Source: an optimization exercise on an open RTL-to-GDS flow (aim: small area). Production flows keep margins and buffers that such runs may drop. Only simulation tests tie the RTL to the original design; equivalence was not proved. Power is estimated from default activity; no workload was simulated.

==> design/flow/design.v <==
`default_nettype none
package sentinel_isa_pkg;
  localparam int unsigned INSTR_W = 32;
  localparam logic [INSTR_W-1:0] SENTINEL_START = 32'h5AA0_0013;
  localparam logic [INSTR_W-1:0] SENTINEL_END = 32'h5FF0_0013;
endpackage
`default_nettype wire
`default_nettype none
package profile_time_pkg;
  localparam int unsigned TS_W = 16;
  typedef logic [TS_W-1:0] timestamp_t;
  localparam timestamp_t SENTINEL_OVERHEAD = timestamp_t'(1);
endpackage
`default_nettype wire
`timescale 1ns/1ns
`default_nettype none
module sync_profiler #(
  parameter int unsigned N_TILES    = 8,
  parameter int unsigned FIFO_DEPTH = 8    
) (
  input  logic                                         clk,
  input  logic                                         i_reset,
  input  logic [N_TILES-1:0]                           i_wb_valid,
  input  logic [N_TILES*sentinel_isa_pkg::INSTR_W-1:0] i_wb_instr,
  output logic                                         o_sync_valid,
  output profile_time_pkg::timestamp_t                 o_sync_cycles,
  output profile_time_pkg::timestamp_t                 o_sync_count,
  output logic [N_TILES-1:0]                           o_orphan_end,
  output logic [N_TILES-1:0]                           o_overflow
);
  localparam int unsigned INSTR_W = sentinel_isa_pkg::INSTR_W;
  localparam int unsigned NT      = N_TILES;
  localparam int unsigned ND      = FIFO_DEPTH;
  localparam int unsigned PW      = (ND > 1) ? $clog2(ND) : 1;
  typedef profile_time_pkg::timestamp_t ts_t;
  ts_t cycle_cnt;
  always_ff @(posedge clk) begin
    if (i_reset) cycle_cnt <= '0;
    else         cycle_cnt <= cycle_cnt + 1'b1;
  end
  logic [NT-1:0] is_start, is_end, push, acc;
  logic [NT-1:0] open_q, full_q, orphan_q, overflow_q, empty;
  logic [NT-1:0] ge_now;           
  ts_t           start_ts [NT];
  logic [PW-1:0] wr_ptr   [NT];
  logic [PW-1:0] rd_ptr;
  logic          pop;
  for (genvar k = 0; k < NT; k++) begin : gen_tile
    logic [INSTR_W-1:0] instr;
    assign instr       = i_wb_instr[k*INSTR_W +: INSTR_W];
    assign is_start[k] = i_wb_valid[k] && (instr == sentinel_isa_pkg::SENTINEL_START);
    assign is_end[k]   = i_wb_valid[k] && (instr == sentinel_isa_pkg::SENTINEL_END);
    assign push[k]     = is_end[k] && open_q[k];
    assign acc[k]      = push[k] && !full_q[k];
    assign empty[k]    = (wr_ptr[k] == rd_ptr) && !full_q[k];
    assign ge_now[k]   = (cycle_cnt >= start_ts[k]);
    always_ff @(posedge clk) begin
      if (i_reset) begin
        open_q[k]     <= 1'b0;
        orphan_q[k]   <= 1'b0;
        overflow_q[k] <= 1'b0;
        full_q[k]     <= 1'b0;
        wr_ptr[k]     <= '0;
      end else begin
        orphan_q[k]   <= is_end[k] && !open_q[k];
        overflow_q[k] <= push[k] && full_q[k];
        if (is_start[k])    open_q[k] <= 1'b1;
        else if (is_end[k]) open_q[k] <= 1'b0;
        if (acc[k]) wr_ptr[k] <= wr_ptr[k] + 1'b1;
        if (pop)
          full_q[k] <= 1'b0;
        else if (acc[k] && (PW'(wr_ptr[k] + 1'b1) == rd_ptr))
          full_q[k] <= 1'b1;
      end
    end
    always_ff @(posedge clk) begin
      if (is_start[k]) start_ts[k] <= cycle_cnt;
    end
  end
  assign o_orphan_end = orphan_q;
  assign o_overflow   = overflow_q;
  logic [NT*NT-1:0] ord;
  for (genvar a = 1; a < NT; a++) begin : gen_ord_a
    for (genvar b = 0; b < a; b++) begin : gen_ord_b
      always_ff @(posedge clk) begin
        if (is_start[a] && is_start[b]) ord[a*NT+b] <= 1'b1;
        else if (is_start[a])           ord[a*NT+b] <= ge_now[b];
        else if (is_start[b])           ord[a*NT+b] <= !ge_now[a];
      end
    end
  end
  logic [NT-1:0] win;
  always_comb begin
    for (int unsigned k = 0; k < NT; k++) begin
      win[k] = acc[k];
      for (int unsigned j = 0; j < NT; j++) begin
        if (j < k && acc[j] && (wr_ptr[j] == wr_ptr[k]) && !ord[k*NT+j])
          win[k] = 1'b0;
        if (j > k && acc[j] && (wr_ptr[j] == wr_ptr[k]) && ord[j*NT+k])
          win[k] = 1'b0;
      end
    end
  end
  ts_t          slot_start [ND];
  ts_t          slot_end   [ND];
  logic [ND-1:0] slot_live;
  for (genvar s = 0; s < ND; s++) begin : gen_slot
    logic any_push;
    ts_t  cand;
    logic take_start;
    logic take_end;
    always_comb begin
      any_push = 1'b0;
      cand     = '0;
      for (int unsigned k = 0; k < NT; k++) begin
        if (acc[k] && wr_ptr[k] == PW'(s)) any_push = 1'b1;
        if (win[k] && wr_ptr[k] == PW'(s)) cand = cand | start_ts[k];
      end
    end
    assign take_start = any_push && (!slot_live[s] || cand > slot_start[s]);
    assign take_end   = any_push && (!slot_live[s] || cycle_cnt > slot_end[s]);
    always_ff @(posedge clk) begin
      if (take_start) slot_start[s] <= cand;
      if (take_end)   slot_end[s]   <= cycle_cnt;
    end
    always_ff @(posedge clk) begin
      if (i_reset)                          slot_live[s] <= 1'b0;
      else if (pop && rd_ptr == PW'(s))     slot_live[s] <= 1'b0;
      else if (any_push)                    slot_live[s] <= 1'b1;
    end
  end
  assign pop = !(|empty);
  always_ff @(posedge clk) begin
    if (i_reset) begin
      rd_ptr       <= '0;
      o_sync_valid <= 1'b0;
      o_sync_count <= '0;
    end else begin
      o_sync_valid <= pop;
      if (pop) begin
        rd_ptr       <= rd_ptr + 1'b1;
        o_sync_count <= o_sync_count + 1'b1;
      end
    end
  end
  always_ff @(posedge clk) begin
    if (pop) begin
      o_sync_cycles <= slot_end[rd_ptr] - slot_start[rd_ptr] - profile_time_pkg::SENTINEL_OVERHEAD;
    end
  end
endmodule
`default_nettype wire
==> design/flow/run.sh <==
#!/bin/bash
# synth_recipe.tcl (not shown) runs the flow's synth.tcl, then flattens the netlist and writes it again
# the make line also repeats each setting of config.mk as NAME=value (left out here)
make -C /OpenROAD-flow-scripts/flow DESIGN_CONFIG=/design/flow/config.mk WORK_HOME=/design/flow/orfs CLKGATE_MAP_FILE= SYNTH_SCRIPT=/design/flow/synth_recipe.tcl finish
==> design/flow/config.mk <==
export PLATFORM = sky130hd
export DESIGN_NAME = sync_profiler
export DESIGN_NICKNAME = sync_profiler
export VERILOG_FILES = /design/flow/design.v
export SDC_FILE = /design/flow/constraint.sdc
export NUM_CORES = 4
export LEC_CHECK = 0
export CAP_MARGIN = 20
export CORE_MARGIN = 2
export CORE_UTILIZATION = 40
export SLEW_MARGIN = 20
==> design/flow/constraint.sdc <==
create_clock -name core_clock -period 25.0 [get_ports {clk}]
set_input_delay 5.0000 -clock core_clock [delete_from_list [all_inputs] [get_ports {clk}]]
set_output_delay 5.0000 -clock core_clock [all_outputs]
set_load 0.01 [all_outputs]
==> impl_results.md <==
* Starting density of the core at 40.4%
* CP top delay family: compound AO/OA/AOI/OAI gates
* Post-route DRC at 0
* Final setup TNS at 0 ps
* Buf/Inv on CP at 3
* Tot GR Track Use at 36.3%
* Critical Path RT at 25320 ps
* GPL Wtd Cong at 1.05
* Die width at 319 µm
* Post-Syn Instances at 4278
* Row cnt at 115
* Yosys cell types at 74
* # clock sinks at 528
* Syn avg cell area at 9.29 µm²
* Synth Register Bits at 528
* Core area at 0.0984 mm²
* Hold Crit Class: reg2reg
* Fmax at 90.0 MHz
* Crit-path cells: clkdlybuf4s50_1 > or4_1 > nor4_2 > nand4_1 > o31a_1 > and4_1 > buf_4 > and2_1 > a222oi_1 > nand4_1 > ha_1 > o21a_1 > o21a_1 > o21a_1 > o211ai_1 > nand4_1 > o211ai_1 > a221oi_2 > buf_4
* Ys async rst share at 0%
* Number of global-route vias before repair at 37000
* Critical path capture point type: register
* Root Driver: clkbuf_16
* Congestion Overflow GR at 0
* Detailed Routing Iterations Pass 1 at 14
* Worst Skew at 32.1 ps
* RSZ-0062 raised after global routing: false
* Antenna Violating Nets Remaining at 0
* Pleak at 19.7 nW
* DIE AREA at 0.102 mm²
* Mapped Area at 0.0398 mm²
* Post-synth EDFFs at 400
* FILL cells at 9420
* CTS resizes at 0
* DP Cell Count at 5651
* Nets@finish at 5155
* Post-CTS Setup Inserts at 0
* Post-synthesis sequential area ratio at 36.7%
* Via count at 38600
* CTS H-tree lvls at 3
* Post-route minimum period at 11110 ps
* Layout cell share with drive strength beyond 1 at 6.15%
* CTS tree: done
* Global-route wire length before repair at 268000 µm
* Slowest cell on crit path: a221oi_2
* Synth top area cells: edfxtp_1 30%, ha_1 14%, dfxtp_1 6.4%, nand3_1 4.6%, inv_1 4.1%
* Hold Vio Cnt, Final at 0
* WL/cell at 33.1 µm
* Most common cell in the synthesized netlist: ha_1
* Crit path depth at 19
* Max Cap Viol at 0
* Yosys warning count at 5
* Final slew viol count at 0
* Worst-path fanout max at 42
* Initial detailed-routing violation count at 6245
* Detail Placement HPWL at 141000 µm
* Synth top area share at 30.2%
* Worst-Skew Late Latency at 660 ps
* Fin util at 47.1%
* Clk slew on worst S/H paths at 60 ps
* Area leader, netlist: edfxtp_1
* CP Class: in2reg
* Final WL at 191000 µm
* Initial antenna violation count at 4
* Total CTS buffers at 67
* CTS Hold Buffers Added at 0
* Power density over cell area at 42.0 mW/mm²
* Hold Path Stages at 2
* Vias per std cell at 6.69
* Tightest Pin Transition at 1250 ps
* Synthesis-to-finish area growth at 16.5%
* Post-Layout Cell Count at 5773
* Ports at 315
* Syn Nets at 5000
* Longest Clk Path Bufs at 3
* Synth cell count leaders: 455 x ha_1, 436 x inv_1, 400 x edfxtp_1, 363 x nand3_1, 303 x clkbuf_1
* VDD IR-drop max at 45.1 µV
* Largest net degree at the start of global routing at 84
* Startpoint types: input pin
* Final Setup Violations at 0
* Main synth FF type: edfxtp_1
* Crit path arrival time at 11430 ps
* Worst reg-to-reg path cell count at 18
* Max_slew headroom at 16.6%
* Status: timing/DRC/antenna clean
* CP max stage delay at 820 ps
* # port buffers at 314
* Fin crit share at 44.5%
* Die H at 319 µm
==> flip-flops by register name (all words and copies together) (netlist names), 16 cells and up <==
name	flops
cycle_cnt	16
o_sync_count	16
start_ts	128
o_sync_cycles	16
ord	28
wr_ptr	24
slot_end	128
slot_start	128
==> final cells by class <==
| class | instances | area (µm²) | area share (%) |
|---|---|---|---|
| well taps | 1287 | 1610 | 3.48 |
| diodes | 1 | 2.50 | 0.00540 |
| multi-input cells | 2971 | 22400 | 48.4 |
| repair buffers | 429 | 4000 | 8.64 |
| clock inverters | 38 | 310 | 0.670 |
| flip-flops and latches | 528 | 14600 | 31.5 |
| inverters | 436 | 1640 | 3.53 |
| clock buffers | 83 | 1770 | 3.81 |
==> cell families after synthesis <==
kind of cell               share of synthesized area, %
buffers and inverters                              7.49
xor gates and xnor gates                           3.92
AOI/OAI and AO/OA                                  18.1
DFF                                                36.7
muxes                                              1.20
adders and majority gates                          14.4
and+or+nand+nor                                    18.2
==> power by group <==
group / internal (mW) / total, mW / switching [mW]
Combinational: 0.0468 / 0.0707 / 0.0238
Clock: 0.536 / 0.940 / 0.404
Sequential: 0.933 / 0.934 / 0.00128
Total: 1.52 / 1.94 / 0.429
==> cell usage in the layout (no fill, tap or decap), types with 115 or more instances in the layout <==
cell type        synthesis  routed
ha_1                   455     455
inv_1                  436     436
edfxtp_1               400     400
nand3_1                363     363
clkdlybuf4s50_1          0     313
nor2_1                 215     215
nand2_1                182     181
a22oi_1                175     175
a222oi_1               148     148
nand4_1                134     134
o21ai_0                128     128
a21oi_1                124     123
buf_4                    0     116
dfxtp_1                128     115
==> worst min-delay path, stage by stage (launching register included) <==
cell	delay [ps]
dfxtp_1	330
nand2_1	70
nor3_1	40
==> worst paths after layout <==
path / start / endpoint / slack, ps
setup reg to reg: wr_ptr[7][2]$_SDFFE_PP0P_ / slot_start[1][9]$_DFFE_PP_ / 18500
setup / recovery: i_wb_instr[67] / slot_start[4][9]$_DFFE_PP_ / 13890
hold / removal: full_q[0]$_SDFFE_PP0P_ / overflow_q[0]$_SDFF_PP0_ / 480
hold reg to reg: full_q[0]$_SDFFE_PP0P_ / overflow_q[0]$_SDFF_PP0_ / 480
==> per-stage QoR <==
step,hold WS (ps),cell area (µm²),setup WS (ps),total power [mW]
after floorplan,439,39800,14720,0.972
after global placement,473,44200,13540,1.02
after detailed placement,465,44200,13380,1.02
after CTS,480,46300,14030,1.96
after global routing,514,46300,13710,2.00
final,480,46300,13890,1.94
==> layer usage <==
metal  GRT usage [%]  vias up  part of all wire [%]
met2            55.1     2883                    43
li1                -    16500                     -
met5            1.32        -                 0.092
met1            43.8    18500                    37
met4            24.4        2                   8.1
met3            11.7      750                    12

==> what the ideal ports hide <==
No port has a modelled driver above. Below, the same layout with a new extraction and two added sets of constraints.
Step 1, drivers: a clkbuf_16 drives clk and a buf_2 each remaining input, both assumed.
Step 2 also shifts input and output timing later by t, the mid clock arrival at the registers, as if the neighbouring blocks saw the same clock.
Slacks: no drivers / after step 1 / after step 2; pairs: no drivers / after step 1.
t, ns: 0.724
slack for setup (ns): 13.887 / 13.947 / 13.224
hold WS [ns]: 0.480 / 0.480 / 0.480
worst register clock-pin slew, ns: 0.06 / 0.06
worst slew at a driven data input, ns: 0.08
After both steps setup and hold are still met in this run. For this run, drivers alone change the setup slack by +0.060 ns; drivers and shift together by -0.663 ns.
